Source: an optimization exercise on an open RTL-to-GDS flow (aim: a short achievable clock period and few clock cycles). Production flows keep margins and buffers that such runs may drop.
Only simulation tests tie the RTL to the original design; equivalence was not proved.
Power is estimated from default activity; no workload was simulated.

## v47
// icache_nway_lru
module icache_nway_lru #(
   parameter int ADDR_W = 32,
   parameter int WAYS   = 4,
   parameter int SETS   = 4,
   parameter int WPL    = 2,
   parameter int PAGE   = 12
) (
   input  logic                clk,
   input  logic                reset,
   input  logic                proc_req,
   input  logic [ADDR_W-1:0]   address_from_proc,
   input  logic                flush,
   output logic [31:0]         data_to_proc,
   output logic                proc_resp_valid,
   output logic                hit_miss,
   output logic                busy,
   output logic                ram_req,
   output logic [ADDR_W-1:0]   address_to_ram,
   input  logic [32*WPL-1:0]   data_from_ram,
   input  logic                ram_access_done
);
export LEC_CHECK = 0
export ABC_CLOCK_PERIOD_IN_PS = 2000
export CAP_MARGIN = 20
export CORE_MARGIN = 2
export CORE_UTILIZATION = 40
export GPL_ROUTABILITY_DRIVEN = 0
export SETUP_SLACK_MARGIN = 5
export SLEW_MARGIN = 20
create_clock -name core_clock -period 8.5 [get_ports {clk}]
standard.sh (not shown) runs the stock make flow with config.mk's settings and CLKGATE_MAP_FILE= SYNTH_SCRIPT=/design/flow/synth_recipe.tcl, a recipe that flattens the netlist after the stock synthesis.
==> flow/flow/run.sh <==
#!/bin/bash
# Standard layout, with timing repair aiming further below the clock period and
# a few slow multi-input OR/NOR cells kept out of synthesis and repair.
set -euo pipefail
base=$(make -s -C "$FLOW_HOME" DESIGN_CONFIG="$PWD/config.mk" print-DONT_USE_CELLS | sed -n 's/^DONT_USE_CELLS: //p')
extra="sky130_fd_sc_hd__or3_1 sky130_fd_sc_hd__or3_2 sky130_fd_sc_hd__or3_4 sky130_fd_sc_hd__or3b_1 sky130_fd_sc_hd__or3b_2 sky130_fd_sc_hd__or3b_4 sky130_fd_sc_hd__or4_1 sky130_fd_sc_hd__or4_2 sky130_fd_sc_hd__or4_4 sky130_fd_sc_hd__or4b_1 sky130_fd_sc_hd__or4b_2 sky130_fd_sc_hd__or4b_4 sky130_fd_sc_hd__or4bb_1 sky130_fd_sc_hd__or4bb_2 sky130_fd_sc_hd__or4bb_4"
bash standard.sh SETUP_SLACK_MARGIN=6 "DONT_USE_CELLS=$base $extra"  finish > orfs_make.log 2>&1
Testbench counts of v47, summed over its fixed seeds: cycles 44,685.
--- input diff v47..v34 ---
# v47
export LEC_CHECK = 0
export ABC_CLOCK_PERIOD_IN_PS = 2000
export CAP_MARGIN = 20
export CORE_MARGIN = 2
export CORE_UTILIZATION = 40
export GPL_ROUTABILITY_DRIVEN = 0
export SETUP_SLACK_MARGIN = 5
export SLEW_MARGIN = 20
create_clock -name core_clock -period 8.5 [get_ports {clk}]
# v34
export LEC_CHECK = 0
export ABC_CLOCK_PERIOD_IN_PS = 2000
export CAP_MARGIN = 20
export CORE_MARGIN = 2
export CORE_UTILIZATION = 40
export SETUP_SLACK_MARGIN = 5
export SLEW_MARGIN = 20
export TNS_END_PERCENT = 0
create_clock -name core_clock -period 8.5 [get_ports {clk}]
==> comparison <==
Between v47 and v34, the core utilization is lower for v34. Going from v47 to v34, shortest clock period the worst path allows after layout grows by 0.083 ns. Type of the worst setup path: reg2out -> v47, in2reg -> v34. Taking v34 over v47, the pin count of the biggest net entering global routing ratio works out to 1.6. Power delta for v34 relative to v47: 1.7% lower.
Input-level comparison between v26 and v34:
# v34
export LEC_CHECK = 0
export ABC_CLOCK_PERIOD_IN_PS = 2000
export CAP_MARGIN = 20
export CORE_MARGIN = 2
export CORE_UTILIZATION = 40
export SETUP_SLACK_MARGIN = 5
export SLEW_MARGIN = 20
export TNS_END_PERCENT = 0
create_clock -name core_clock -period 8.5 [get_ports {clk}]
# v26
export LEC_CHECK = 0
export ABC_CLOCK_PERIOD_IN_PS = 2000
export CAP_MARGIN = 20
export CORE_MARGIN = 2
export CORE_UTILIZATION = 40
export SETUP_SLACK_MARGIN = 5
export SLEW_MARGIN = 20
create_clock -name core_clock -period 8.5 [get_ports {clk}]
[summary]
v26 was carried through to the last stage, and its layout satisfied the timing, DRC and antenna checks. The final reports for v26 and v34 show worst setup slack after layout higher in the former. v26 against v34: total chip power went up about 1.7%, summed area of non-filler cells in the final layout went up 7.2%, total number of vias went up about 3.5%.

========
## build 60
icache_nway_lru, a different RTL version from the one above (not shown whole).
Size in the first run: about 3800 cells after synthesis, roughly 1600 flip-flops, about 170 I/O pins.
// icache_nway_lru
module icache_nway_lru #(
   parameter int ADDR_W = 32,
   parameter int WAYS   = 4,
   parameter int SETS   = 4,
   parameter int WPL    = 2
) (
   input  logic                clk,
   input  logic                reset,
   input  logic                proc_req,
   input  logic [ADDR_W-1:0]   address_from_proc,
   input  logic                flush,
   output logic [31:0]         data_to_proc,
   output logic                proc_resp_valid,
   output logic                hit_miss,
   output logic                busy,
   output logic                ram_req,
   output logic [ADDR_W-1:0]   address_to_ram,
   input  logic [32*WPL-1:0]   data_from_ram,
   input  logic                ram_access_done
);
export LEC_CHECK = 0
export ABC_CLOCK_PERIOD_IN_PS = 2000
export CAP_MARGIN = 20
export CORE_MARGIN = 2
export CORE_UTILIZATION = 60
export SETUP_SLACK_MARGIN = 5
export SLEW_MARGIN = 20
create_clock -name core_clock -period 8.5 [get_ports {clk}]
run.sh (not shown) runs the stock make flow with config.mk's settings and CLKGATE_MAP_FILE= SYNTH_SCRIPT=/design/flow/synth_recipe.tcl, a recipe that flattens the netlist after the stock synthesis.
Stock flow here: none of the scripts above is used.
Testbench counts of build 60, summed over its fixed seeds: cycles 44,675.
What build 77 does differently from build 60 at the input level:
# build 60
export LEC_CHECK = 0
export ABC_CLOCK_PERIOD_IN_PS = 2000
export CAP_MARGIN = 20
export CORE_MARGIN = 2
export CORE_UTILIZATION = 60
export SETUP_SLACK_MARGIN = 5
export SLEW_MARGIN = 20
create_clock -name core_clock -period 8.5 [get_ports {clk}]
# build 77
export LEC_CHECK = 0
export ABC_CLOCK_PERIOD_IN_PS = 2000
export CAP_MARGIN = 20
export CORE_MARGIN = 2
export CORE_UTILIZATION = 40
export SETUP_SLACK_MARGIN = 5
export SLEW_MARGIN = 20
create_clock -name core_clock -period 8.5 [get_ports {clk}]
--- outcome ---
- Relative slew slack in build 77 is 12 points higher than in build 60
- The vias per cell reported for build 77 is smaller than that of build 60 by about 12%.
- Looking only at post-layout total power, and setting everything else aside, the higher value of build 60 and build 77 goes to build 77.
- Comparing build 60 against build 77, there is no change at all in synthesized netlist cell count.
diff inputs: build 77 => build 61
# build 77
export LEC_CHECK = 0
export ABC_CLOCK_PERIOD_IN_PS = 2000
export CAP_MARGIN = 20
export CORE_MARGIN = 2
export CORE_UTILIZATION = 40
export SETUP_SLACK_MARGIN = 5
export SLEW_MARGIN = 20
create_clock -name core_clock -period 8.5 [get_ports {clk}]
# build 61
export LEC_CHECK = 0
export ABC_CLOCK_PERIOD_IN_PS = 100
export CAP_MARGIN = 20
export CORE_MARGIN = 2
export CORE_UTILIZATION = 40
export SETUP_SLACK_MARGIN = 5
export SLEW_MARGIN = 20
create_clock -name core_clock -period 8.5 [get_ports {clk}]
Notes after the runs:
- Build 61: no failed stages, no open violations at the end
- ~same per-cell via count in the routed design in build 61 and build 77
- Re number of antenna violations at the first check in global routing: no difference whatsoever between build 77 and build 61.
- Length in cells of the worst reg-to-reg path: build 61 vs build 77 identical
- Build 61 and build 77 ended up with roughly the same count of buffers not belonging to the clock network in the layout.
- Share of async-settable or async-resettable flops after synthesis: build 61 vs build 77 identical
- Routed length on met1 came out exactly the same in build 61 and build 77.
Input-level comparison between build 13 and build 61:
==> flow/flow/run.sh (new file) <==
#!/bin/bash
# Standard layout, with timing repair aiming further below the clock period.
set -euo pipefail
bash standard.sh SETUP_SLACK_MARGIN=6 finish > orfs_make.log 2>&1
==> flow/standard.sh (new file) <==
#!/bin/bash
# synth_recipe.tcl (not shown) runs the flow's synth.tcl, then flattens the netlist and writes it again
# the make line also repeats each setting of config.mk as NAME=value (left out here)
make -C /OpenROAD-flow-scripts/flow DESIGN_CONFIG=/design/flow/config.mk WORK_HOME=/design/flow/orfs CLKGATE_MAP_FILE= SYNTH_SCRIPT=/design/flow/synth_recipe.tcl "${@:-finish}"
removed: flow/run.sh
Changes observed in build 13 relative to build 61: placed standard-cell area shows no meaningful change; synthesized instance count held steady.
The power share of the clock group of build 61 and that of build 13 are within noise of each other.
Comparing the two runs side by side, build 13 comes out ahead of build 61 on final period demand of the worst path.
Number of I/O pins across build 61 and build 13: no real change.
Between build 61 and build 13, the difference in area of the core is negligible.
Build 13 ended with more core utilization than build 61.
Cmp build 13 vs build 61: wire length higher in build 13
Power: build 13 draws more than build 61
Build 13 vs build 61, worst setup path endpoint: data_q[4]$_DFF_P_ vs line_q[907]$_DFFE_PP_

========
Setup of maple:
RTL: one of the versions met above, not the one the previous note started from.
For scale: ~3500 cells after synthesis, roughly 1700 flip-flops, ~170 I/O pins.
Settings: LEC_CHECK=0, ABC_CLOCK_PERIOD_IN_PS=2000, CAP_MARGIN=20, CORE_MARGIN=2, CORE_UTILIZATION=40, SETUP_SLACK_MARGIN=5, SLEW_MARGIN=20; clock period 8.5 ns.
standard.sh (not shown) runs the stock make flow with config.mk's settings and CLKGATE_MAP_FILE= SYNTH_SCRIPT=/design/flow/synth_recipe.tcl, a recipe that flattens the netlist after the stock synthesis.
==> flow/flow/run.sh <==
#!/bin/bash
# Standard layout, with timing repair aiming further below the clock period and
# a few slow multi-input OR/NOR cells kept out of synthesis and repair.
set -euo pipefail
base=$(make -s -C "$FLOW_HOME" DESIGN_CONFIG="$PWD/config.mk" print-DONT_USE_CELLS | sed -n 's/^DONT_USE_CELLS: //p')
extra="sky130_fd_sc_hd__or3_1 sky130_fd_sc_hd__or3_2 sky130_fd_sc_hd__or3_4 sky130_fd_sc_hd__or3b_1 sky130_fd_sc_hd__or3b_2 sky130_fd_sc_hd__or3b_4 sky130_fd_sc_hd__or4_1 sky130_fd_sc_hd__or4_2 sky130_fd_sc_hd__or4_4 sky130_fd_sc_hd__or4b_1 sky130_fd_sc_hd__or4b_2 sky130_fd_sc_hd__or4b_4 sky130_fd_sc_hd__or4bb_1 sky130_fd_sc_hd__or4bb_2 sky130_fd_sc_hd__or4bb_4"
bash standard.sh SETUP_SLACK_MARGIN=5.7 "DONT_USE_CELLS=$base $extra" SKIP_LAST_GASP=0 MATCH_CELL_FOOTPRINT=0 finish > orfs_make.log 2>&1
Testbench counts of maple, summed over its fixed seeds: cycles 44,685.
Setup changes, maple to sierra
- an added GPL_ROUTABILITY_DRIVEN of 0
--- a/flow/flow/run.sh
+++ b/flow/flow/run.sh
@@ -5,3 +5,3 @@
 base=$(make -s -C "$FLOW_HOME" DESIGN_CONFIG="$PWD/config.mk" print-DONT_USE_CELLS | sed -n 's/^DONT_USE_CELLS: //p')
 extra="sky130_fd_sc_hd__or3_1 sky130_fd_sc_hd__or3_2 sky130_fd_sc_hd__or3_4 sky130_fd_sc_hd__or3b_1 sky130_fd_sc_hd__or3b_2 sky130_fd_sc_hd__or3b_4 sky130_fd_sc_hd__or4_1 sky130_fd_sc_hd__or4_2 sky130_fd_sc_hd__or4_4 sky130_fd_sc_hd__or4b_1 sky130_fd_sc_hd__or4b_2 sky130_fd_sc_hd__or4b_4 sky130_fd_sc_hd__or4bb_1 sky130_fd_sc_hd__or4bb_2 sky130_fd_sc_hd__or4bb_4"
-bash standard.sh SETUP_SLACK_MARGIN=5.7 "DONT_USE_CELLS=$base $extra" SKIP_LAST_GASP=0 MATCH_CELL_FOOTPRINT=0 finish > orfs_make.log 2>&1
+bash standard.sh SETUP_SLACK_MARGIN=6 "DONT_USE_CELLS=$base $extra" "GLOBAL_PLACEMENT_ARGS=-timing_driven_net_weight_max 10 -timing_driven_nets_percentage 30" finish > orfs_make.log 2>&1
Results
- In sierra relative to maple, wire length had gone up by a few percent.
- sierra gives more utilization than maple did.
- Status: net switching share of the total power parity (maple, sierra)
- Taking maple as the reference, in sierra die area has remained practically unchanged, area growth from synthesis to layout has increased, share of the cycle needed by the critical path after routing has remained practically unchanged.
- Looking only at minimum clock period, and setting everything else aside, the lower value of sierra and maple goes to sierra.
- ~same power consumption in sierra and maple
- Between sierra and maple, it is sierra whose detailed-route via count is higher, by 457.
- sierra ends up with a layout net count that is 1.4% higher than in maple.
- In the reports for sierra and maple, the smaller area taken by multi-input logic gates belongs to maple.

========
Starting RTL as in the previous note.
export LEC_CHECK = 0
export ABC_CLOCK_PERIOD_IN_PS = 2000
export CAP_MARGIN = 20
export CORE_MARGIN = 2
export CORE_UTILIZATION = 40
export PLACE_DENSITY = 0.7
export SETUP_SLACK_MARGIN = 5
export SLEW_MARGIN = 20
create_clock -name core_clock -period 8.5 [get_ports {clk}]
==> flow/flow/run.sh <==
#!/bin/bash
# Standard layout, with timing repair aiming further below the clock period and
# a few slow multi-input OR/NOR cells kept out of synthesis and repair.
set -euo pipefail
base=$(make -s -C "$FLOW_HOME" DESIGN_CONFIG="$PWD/config.mk" print-DONT_USE_CELLS | sed -n 's/^DONT_USE_CELLS: //p')
extra="sky130_fd_sc_hd__or3_1 sky130_fd_sc_hd__or3_2 sky130_fd_sc_hd__or3_4 sky130_fd_sc_hd__or3b_1 sky130_fd_sc_hd__or3b_2 sky130_fd_sc_hd__or3b_4 sky130_fd_sc_hd__or4_1 sky130_fd_sc_hd__or4_2 sky130_fd_sc_hd__or4_4 sky130_fd_sc_hd__or4b_1 sky130_fd_sc_hd__or4b_2 sky130_fd_sc_hd__or4b_4 sky130_fd_sc_hd__or4bb_1 sky130_fd_sc_hd__or4bb_2 sky130_fd_sc_hd__or4bb_4"
bash standard.sh SETUP_SLACK_MARGIN=6 "DONT_USE_CELLS=$base $extra"  finish > orfs_make.log 2>&1
Testbench counts at the start, summed over its fixed seeds: cycles 44,685.
Next try:
CORE_ASPECT_RATIO = 2.0   (was unset)
PLACE_DENSITY = unset   (was 0.7)
The new run went through all stages and came out clean. Fmax fell by 4.8%. Register-to-register slack got worse by 0.07 ns. Combinational power stays flat. Final cell count fell by 1.3%. Sequential share of layout area rose by 0.63 points. Sequential cell count stays the same. Routed wire length rose by 4.2%. Via count fell by 3.7%.
Next try:
--- a/flow/flow/run.sh
+++ b/flow/flow/run.sh
@@ -7 +7 @@
-bash standard.sh SETUP_SLACK_MARGIN=6 "DONT_USE_CELLS=$base $extra"  finish > orfs_make.log 2>&1
+bash standard.sh SETUP_SLACK_MARGIN=6 "DONT_USE_CELLS=$base $extra" "GLOBAL_PLACEMENT_ARGS=-timing_driven_net_weight_max 5 -timing_driven_nets_percentage 20" finish > orfs_make.log 2>&1
CORE_ASPECT_RATIO = unset   (was 2.0)
What happened: The new run passed the timing, DRC and antenna checks; clock power rises by 12%; setup slack gains 0.15 ns; cell count rises by 0.77%; area after synthesis is unchanged; global-route usage falls by 1.3 points; critical path depth falls by 6; final area stays flat; hold slack gains 0.0042 ns; combinational power falls by about 7%; non-clock buffer count falls by 66.
Next try:
--- a/flow/flow/run.sh
+++ b/flow/flow/run.sh
@@ -7 +7 @@
-bash standard.sh SETUP_SLACK_MARGIN=6 "DONT_USE_CELLS=$base $extra" "GLOBAL_PLACEMENT_ARGS=-timing_driven_net_weight_max 5 -timing_driven_nets_percentage 20" finish > orfs_make.log 2>&1
+bash standard.sh SETUP_SLACK_MARGIN=5.7 "DONT_USE_CELLS=$base $extra"  finish > orfs_make.log 2>&1
The new run ran to the end with no violations.
Power is about the same.
Synthesized area does not change.
Critical path depth stays the same.
Die area is unchanged.
Global-route usage shrinks by 1.1 points.
Via count decreases slightly.
Utilization came out lower by 1.2 points.
Fmax rises slightly.
Sequential cell count stays the same.

========
== juniper ==
Another version of the RTL of icache_nway_lru (not shown whole).
Size in the first run: about 1700 flip-flops, roughly 170 I/O pins, ~66000 um2 of cells after synthesis.
## icache_nway_lru
module icache_nway_lru #(
   parameter int ADDR_W = 32,
   parameter int WAYS   = 4,
   parameter int SETS   = 4,
   parameter int WPL    = 2,
   parameter int PAGE   = 12
) (
   input  logic                clk,
   input  logic                reset,
   input  logic                proc_req,
   input  logic [ADDR_W-1:0]   address_from_proc,
   input  logic                flush,
   output logic [31:0]         data_to_proc,
   output logic                proc_resp_valid,
   output logic                hit_miss,
   output logic                busy,
   output logic                ram_req,
   output logic [ADDR_W-1:0]   address_to_ram,
   input  logic [32*WPL-1:0]   data_from_ram,
   input  logic                ram_access_done
);
==> flow/config.mk <==
export PLATFORM = sky130hd
export DESIGN_NAME = icache_nway_lru
export DESIGN_NICKNAME = icache_nway_lru
export VERILOG_FILES = /design/flow/design.v
export SDC_FILE = /design/flow/constraint.sdc
export NUM_CORES = 8
export LEC_CHECK = 0
export ABC_CLOCK_PERIOD_IN_PS = 2000
export CAP_MARGIN = 20
export CORE_MARGIN = 2
export CORE_UTILIZATION = 40
export SETUP_SLACK_MARGIN = 5
export SLEW_MARGIN = 20
==> flow/constraint.sdc <==
create_clock -name core_clock -period 8.5 [get_ports {clk}]
set_input_delay 1.7000 -clock core_clock [delete_from_list [all_inputs] [get_ports {clk}]]
set_output_delay 1.7000 -clock core_clock [all_outputs]
set_load 0.01 [all_outputs]
==> flow/flow/run.sh <==
#!/bin/bash
# Standard layout, with timing repair aiming further below the clock period and
# a few slow multi-input OR/NOR cells kept out of synthesis and repair.
set -euo pipefail
base=$(make -s -C "$FLOW_HOME" DESIGN_CONFIG="$PWD/config.mk" print-DONT_USE_CELLS | sed -n 's/^DONT_USE_CELLS: //p')
extra="sky130_fd_sc_hd__or3_1 sky130_fd_sc_hd__or3_2 sky130_fd_sc_hd__or3_4 sky130_fd_sc_hd__or3b_1 sky130_fd_sc_hd__or3b_2 sky130_fd_sc_hd__or3b_4 sky130_fd_sc_hd__or4_1 sky130_fd_sc_hd__or4_2 sky130_fd_sc_hd__or4_4 sky130_fd_sc_hd__or4b_1 sky130_fd_sc_hd__or4b_2 sky130_fd_sc_hd__or4b_4 sky130_fd_sc_hd__or4bb_1 sky130_fd_sc_hd__or4bb_2 sky130_fd_sc_hd__or4bb_4 sky130_fd_sc_hd__nor4_1 sky130_fd_sc_hd__nor4_2 sky130_fd_sc_hd__nor4_4 sky130_fd_sc_hd__nor4b_1 sky130_fd_sc_hd__nor4b_2 sky130_fd_sc_hd__nor4b_4 sky130_fd_sc_hd__nor4bb_1 sky130_fd_sc_hd__nor4bb_2 sky130_fd_sc_hd__nor4bb_4"
bash standard.sh SETUP_SLACK_MARGIN=6 "DONT_USE_CELLS=$base $extra"  finish > orfs_make.log 2>&1
juniper: all stages complete, timing, DRC and antenna checks passed
Testbench counts of juniper, summed over its fixed seeds: cycles 44,685.
Inputs modified between juniper and cedar:
- changing CORE_UTILIZATION from 40 to 30
==> flow/flow/run.sh <==
#!/bin/bash
# Standard layout, with timing repair aiming further below the clock period and
# a few slow multi-input OR/NOR cells kept out of synthesis and repair.
set -euo pipefail
base=$(make -s -C "$FLOW_HOME" DESIGN_CONFIG="$PWD/config.mk" print-DONT_USE_CELLS | sed -n 's/^DONT_USE_CELLS: //p')
extra="sky130_fd_sc_hd__or3_1 sky130_fd_sc_hd__or3_2 sky130_fd_sc_hd__or3_4 sky130_fd_sc_hd__or3b_1 sky130_fd_sc_hd__or3b_2 sky130_fd_sc_hd__or3b_4 sky130_fd_sc_hd__or4_1 sky130_fd_sc_hd__or4_2 sky130_fd_sc_hd__or4_4 sky130_fd_sc_hd__or4b_1 sky130_fd_sc_hd__or4b_2 sky130_fd_sc_hd__or4b_4 sky130_fd_sc_hd__or4bb_1 sky130_fd_sc_hd__or4bb_2 sky130_fd_sc_hd__or4bb_4"
bash standard.sh SETUP_SLACK_MARGIN=6 "DONT_USE_CELLS=$base $extra"  finish > orfs_make.log 2>&1
Notes after the runs:
- Looking only at setup slack at placement, and setting everything else aside, the lower value of cedar and juniper goes to juniper.
- The final worst-path cycle share was comparable across cedar and juniper.
- As far as area taken by flip-flops and latches is concerned, cedar and juniper perform about the same.
- Summary of cedar over juniper: layout clock buffer count rose 1, fraction of power spent switching nets rose 0.19 points, final hold slack rose 0.011 ns.
## Diff of input files: harbor against cedar
- a change of CORE_UTILIZATION from 30 to 40
==> flow/flow/run.sh <==
#!/bin/bash
# Standard layout, with timing repair aiming further below the clock period.
set -euo pipefail
bash standard.sh SETUP_SLACK_MARGIN=6 finish > orfs_make.log 2>&1
Findings:
Changes observed in harbor relative to cedar: clock buffer count rose 5, overall power fell 0.33%, critical path depth in cells about even, cell count fell 675, clock latency on the worst-skew pair about even.
### harbor -> zinc
- swapping 40 for 55 in CORE_UTILIZATION
- putting PLACE_DENSITY at 0.68 where nothing was set
==> flow/flow/run.sh <==
#!/bin/bash
# Standard layout, with timing repair aiming further below the clock period and
# a few slow multi-input OR/NOR cells kept out of synthesis and repair.
set -euo pipefail
base=$(make -s -C "$FLOW_HOME" DESIGN_CONFIG="$PWD/config.mk" print-DONT_USE_CELLS | sed -n 's/^DONT_USE_CELLS: //p')
extra="sky130_fd_sc_hd__or3_1 sky130_fd_sc_hd__or3_2 sky130_fd_sc_hd__or3_4 sky130_fd_sc_hd__or3b_1 sky130_fd_sc_hd__or3b_2 sky130_fd_sc_hd__or3b_4 sky130_fd_sc_hd__or4_1 sky130_fd_sc_hd__or4_2 sky130_fd_sc_hd__or4_4 sky130_fd_sc_hd__or4b_1 sky130_fd_sc_hd__or4b_2 sky130_fd_sc_hd__or4b_4 sky130_fd_sc_hd__or4bb_1 sky130_fd_sc_hd__or4bb_2 sky130_fd_sc_hd__or4bb_4"
bash standard.sh SETUP_SLACK_MARGIN=6 "DONT_USE_CELLS=$base $extra"  finish > orfs_make.log 2>&1
--- outcome ---
The multiplexer area fraction after synthesis was comparable across harbor and zinc.
harbor → zinc: core footprint fell about 28%; data required time at the worst endpoint up 2.37 ns.
sky130_fd_sc_hd__dfxtp_2 as the cell with the largest stage delay on the worst path was reported by harbor, and sky130_fd_sc_hd__nor4_4 by zinc.

separate check: timing with driven ports:
The results above use ideal ports. As a check the final layouts listed here were re-extracted and re-timed, cells and wires unchanged. Step 1, drivers: a clkbuf_16 drives clk and a buf_2 each remaining input, both assumed. Step 2 times the ports against the registers' clock, not the clock port: input delays grow and output delays shrink by t, the midpoint of the rising clock arrivals with the driver on. Slacks: ideal ports / drivers / drivers and shift; pairs: ideal ports / drivers.
| run | shift t [ns] | setup WS [ns] | worst setup path at the end | latest minus earliest clock arrival (ns) | worst slew at a driven data input, ns |
|---|---|---|---|---|---|
| v47 | 0.873 | 5.413 / 5.335 / 4.465 | input to register | 0.053 / 0.053 | 0.38 |
| v34 | 0.896 | 5.330 / 5.294 / 4.465 | input to register | 0.037 / 0.038 | 0.22 |
| v26 | 0.873 | 5.413 / 5.335 / 4.465 | input to register | 0.053 / 0.053 | 0.38 |
| build 60 | 0.824 | 4.748 / 4.783 / 3.960 | input to register | 0.029 / 0.029 | 0.11 |
| build 77 | 0.873 | 4.892 / 4.927 / 4.053 | input to register | 0.038 / 0.039 | 0.15 |
| build 61 | 0.873 | 4.892 / 4.927 / 4.053 | input to register | 0.038 / 0.039 | 0.15 |
| build 13 | 0.889 | 4.943 / 4.997 / 4.108 | input to register | 0.050 / 0.050 | 0.16 |
| maple | 0.893 | 5.394 / 5.311 / 4.593 | input to register | 0.054 / 0.055 | 0.32 |
| sierra | 0.888 | 5.406 / 5.319 / 4.531 | input to register | 0.040 / 0.040 | 0.42 |
| the first run of note 4 | 0.883 | 5.391 / 5.306 / 4.562 | input to register | 0.037 / 0.037 | 0.34 |
| the second run of note 4 | 0.871 | 5.234 / 5.277 / 4.407 | input to register | 0.040 / 0.041 | 0.37 |
| the third run of note 4 | 0.896 | 5.389 / 5.313 / 4.538 | input to register | 0.035 / 0.034 | 0.30 |
| the fourth run of note 4 | 0.873 | 5.421 / 5.347 / 4.592 | input to register | 0.033 / 0.033 | 0.23 |
| juniper | 0.895 | 5.367 / 5.290 / 4.521 | input to register | 0.073 / 0.073 | 0.20 |
| cedar | 0.903 | 5.368 / 5.281 / 4.390 | input to register | 0.100 / 0.099 | 0.25 |
| harbor | 0.899 | 5.371 / 5.286 / 4.554 | input to register | 0.057 / 0.057 | 0.27 |
| zinc | 0.845 | 5.303 / 5.330 / 4.485 | input to register | 0.041 / 0.040 | 0.19 |
After both steps every run listed still meets setup and hold. The setup slack of cedar, which loses most, moves by -0.087 ns with the drivers and by -0.978 ns with both steps.
